What follows belongs to an exercise in optimizing a design on an open flow for small area and a short achievable clock period; a production flow would make more cautious choices.
Function was checked by simulation only, so behaviour that the tests miss may differ from the original.
No activity file was given, so power comes from the tool's default toggle rates.

==> run a <==
## signedMultiplier
module signedMultiplier
(
	input  logic          clk,
	input  logic          arstN,
	input  mulPkg::operandPairT   operands,
	output mulPkg::productResultT result
);
==> flow/config.mk <==
export PLATFORM = sky130hd
export DESIGN_NAME = signedMultiplier
export DESIGN_NICKNAME = signedMultiplier
export VERILOG_FILES = /design/flow/design.v
export SDC_FILE = /design/flow/constraint.sdc
export NUM_CORES = 4
export LEC_CHECK = 0
export CAP_MARGIN = 20
export CORE_MARGIN = 2
export CORE_UTILIZATION = 55
export CTS_CLUSTER_DIAMETER = 100
export CTS_CLUSTER_SIZE = 30
export SETUP_SLACK_MARGIN = 2.0
export SLEW_MARGIN = 20
export SYNTH_HIERARCHICAL = 1
==> flow/constraint.sdc <==
create_clock -name core_clock -period 4.0 [get_ports {clk}]
set_input_delay 0.8000 -clock core_clock [delete_from_list [all_inputs] [get_ports {clk}]]
set_output_delay 0.8000 -clock core_clock [all_outputs]
set_load 0.01 [all_outputs]
run.sh (not shown) runs the stock make flow with config.mk's settings and CLKGATE_MAP_FILE= SYNTH_SCRIPT=/design/flow/synth_recipe.tcl, a recipe that flattens the netlist after the stock synthesis.
==> inputs of run b, as changes to run a <==
Settings changed: CORE_UTILIZATION 55 to 70, CTS_CLUSTER_DIAMETER 100 to 90, CTS_CLUSTER_SIZE 30 to 25.
==> inputs of run c, as changes to run a <==
Settings changed: SETUP_SLACK_MARGIN 2.0 to 1.95.
==> summary of the runs <==
Between run c and run a, the lower cell area is in run c (gap about 1.4%, measured against run a). Worst setup slack: run c < run b < run a. In run a the routed wire length is larger than in run b, by about 2%. Clock power is about the same in run b and run a. Area after synthesis is the same in run c and run b. The highest non-clock buffer count belongs to run a, the lowest to run c. Against run b, the clock-buffer cell count of run c is lower by 1. Sequential cell count is the same in run a and run c. Fmax, lowest first: run c, run b, run a. Register-to-register slack is about the same in run a and run b. Power, lowest first: run c, run a, run b.

---

==> 11-26: inputs <==
Another version of the RTL of signedMultiplier (not shown whole).
==> flow/config.mk <==
export PLATFORM = sky130hd
export DESIGN_NAME = signedMultiplier
export DESIGN_NICKNAME = signedMultiplier
export VERILOG_FILES = /design/flow/design.v
export SDC_FILE = /design/flow/constraint.sdc
export NUM_CORES = 4
export LEC_CHECK = 0
export CAP_MARGIN = 20
export CORE_MARGIN = 2
export CORE_UTILIZATION = 40
export CTS_CLUSTER_DIAMETER = 100
export CTS_CLUSTER_SIZE = 30
export SETUP_SLACK_MARGIN = 1.85
export SLEW_MARGIN = 20
export SYNTH_HIERARCHICAL = 1
==> flow/constraint.sdc <==
create_clock -name core_clock -period 4.0 [get_ports {clk}]
set_input_delay 0.8000 -clock core_clock [delete_from_list [all_inputs] [get_ports {clk}]]
set_output_delay 0.8000 -clock core_clock [all_outputs]
set_load 0.01 [all_outputs]
==> inputs of 07-09, as changes to 11-26 <==
Settings changed: CORE_UTILIZATION 40 to 75, SETUP_SLACK_MARGIN 1.85 to 1.8.
==> comparison table <==
item                                                                  07-09               11-26
Routed met3 length                                                  4490 um             5070 um
Clock network area share                                              2.02%               2.67%
Switching power summed over all nets                                7640 uW             7700 uW
Relative contribution of the clock network to total power             11.2%               13.4%
Overall die area                                                 32,200 um2          59,600 um2
Violation count after the first detailed-route iteration              1,299               1,147
Run status                                                   finished clean      finished clean
Filler instances                                                      1,715               5,173
Die height                                                           179 um              244 um
Worst Setup SP                                             r2_d[11]$_DFF_P_  r0_neg[10]$_DFF_P_
CP max stage delay                                                   330 ps              530 ps
Effective utilization at floorplan                                    75.8%               40.2%
Metal2 WL                                                         24,700 um           24,900 um
Post-layout net count                                                 2,280               2,333
Critical register-to-register path startpoint              r2_d[11]$_DFF_P_  r0_neg[10]$_DFF_P_
Mean number of vias per cell                                           6.06                5.10
Worst Path Required                                                 4460 ps             4430 ps

---

==> v36 <==
signedMultiplier, a different RTL version from the one above (not shown whole).
clock: 4.0 ns
lec_check: 0
cap_margin: 20
core_margin: 2
core_utilization: 40
cts_cluster_diameter: 80
cts_cluster_size: 24
place_density: 0.75
setup_slack_margin: 1.8
slew_margin: 20
synth_hierarchical: 1
==> v24 (differences from v36) <==
--- a/flow/config.mk
+++ b/flow/config.mk
@@ -8,9 +8,6 @@
 export CAP_MARGIN = 20
 export CORE_MARGIN = 2
 export CORE_UTILIZATION = 40
-export CTS_CLUSTER_DIAMETER = 80
-export CTS_CLUSTER_SIZE = 24
-export PLACE_DENSITY = 0.75
-export SETUP_SLACK_MARGIN = 1.8
+export SETUP_SLACK_MARGIN = 1.9
 export SLEW_MARGIN = 20
 export SYNTH_HIERARCHICAL = 1
==> comparison table <==
quantity                                                                         v36                       v24
Status                                              no timing/DRC/antenna violations  no timing/DRC/antenna violations
Global-route wire length before repair                                 81640 microns             84970 microns
Final Wtd Congestion                                                          0.8677                    0.8311
Final-layout worst hold slack                                              0.3289 ns                 0.3220 ns
Layout cells sized above 1                                                    0.1741                    0.2729
Postcts setup bufs                                                                14                        41
Bufs and invs on worst path                                                        1                         2
Area taken by flip-flops and latches                                  0.009479 sq mm            0.009484 sq mm
Number of buffers created by CTS                                                  28                        51
Portion of the layout cell area used by clock cells                          0.03626                   0.06056
Top layer used by detailed routing                                              met5                      met4
Critical Path Start                                                          r0_a[6]                  r2_d[10]
GRT Overall Usage                                                             0.1705                    0.1815
Worst reg-to-reg path cell count                                                   5                        10
Total Wirelength                                                       52620 microns             57990 microns
Most used cell, CP                                             sky130_fd_sc_hd__fa_1  sky130_fd_sc_hd__a21oi_4
Delay of the slowest cell on the worst path                                  0.56 ns                   0.33 ns
Share of the final layout cell area in multi-input gates                      0.4868                    0.4620
Share of the clock period used by the worst path after layout                 0.5421                    0.5491
Worst slack after detailed placement                                        1.095 ns                  1.260 ns
Critical path peak fanout                                                         20                         6
GR met2 Demand/Resource                                                       0.2851                    0.2916
Clock period minus final worst setup slack                                  2.168 ns                  2.197 ns
CTS clock-pin slew for the worst setup and hold paths                        0.09 ns                   0.06 ns
Clk_buf instances                                                                 30                        63
HP Start                                                                     r3_p[2]                   r4_p[9]

## what the ideal ports hide
In the flow no input, the clock included, has a driving cell. The finished layouts below were timed again as built, in two steps. Step 1: set_driving_cell puts a clkbuf_16 on clk and a buf_2 on each other input, an assumption about the parent block. Step 2 times the ports against the registers' clock, not the clock port: input delays grow and output delays shrink by t, the midpoint of the rising clock arrivals with the driver on. Three values: ideal ports, drivers, drivers and shift; two values: the first two.
| run | shift t [ns] | setup slack, ns | hold WS [ns] |
|---|---|---|---|
| run a | 0.627 | 2.010 / 1.986 / 1.837 | 0.311 / 0.311 / 0.311 |
| run b | 0.614 | 2.004 / 1.984 / 1.812 | 0.327 / 0.327 / 0.327 |
| run c | 0.623 | 1.977 / 1.954 / 1.854 | 0.325 / 0.325 / 0.325 |
| 11-26 | 0.629 | 1.839 / 1.839 / 1.839 | 0.324 / 0.324 / 0.324 |
| 07-09 | 0.589 | 1.834 / 1.834 / 1.834 | 0.331 / 0.331 / 0.331 |
| v36 | 0.642 | 1.832 / 1.832 / 1.832 | 0.329 / 0.329 / 0.329 |
| v24 | 0.651 | 1.803 / 1.803 / 1.803 | 0.322 / 0.322 / 0.322 |
After both steps setup and hold are still met in every run listed. For run b, which loses most, drivers alone change the setup slack by -0.020 ns; drivers and shift together by -0.192 ns.
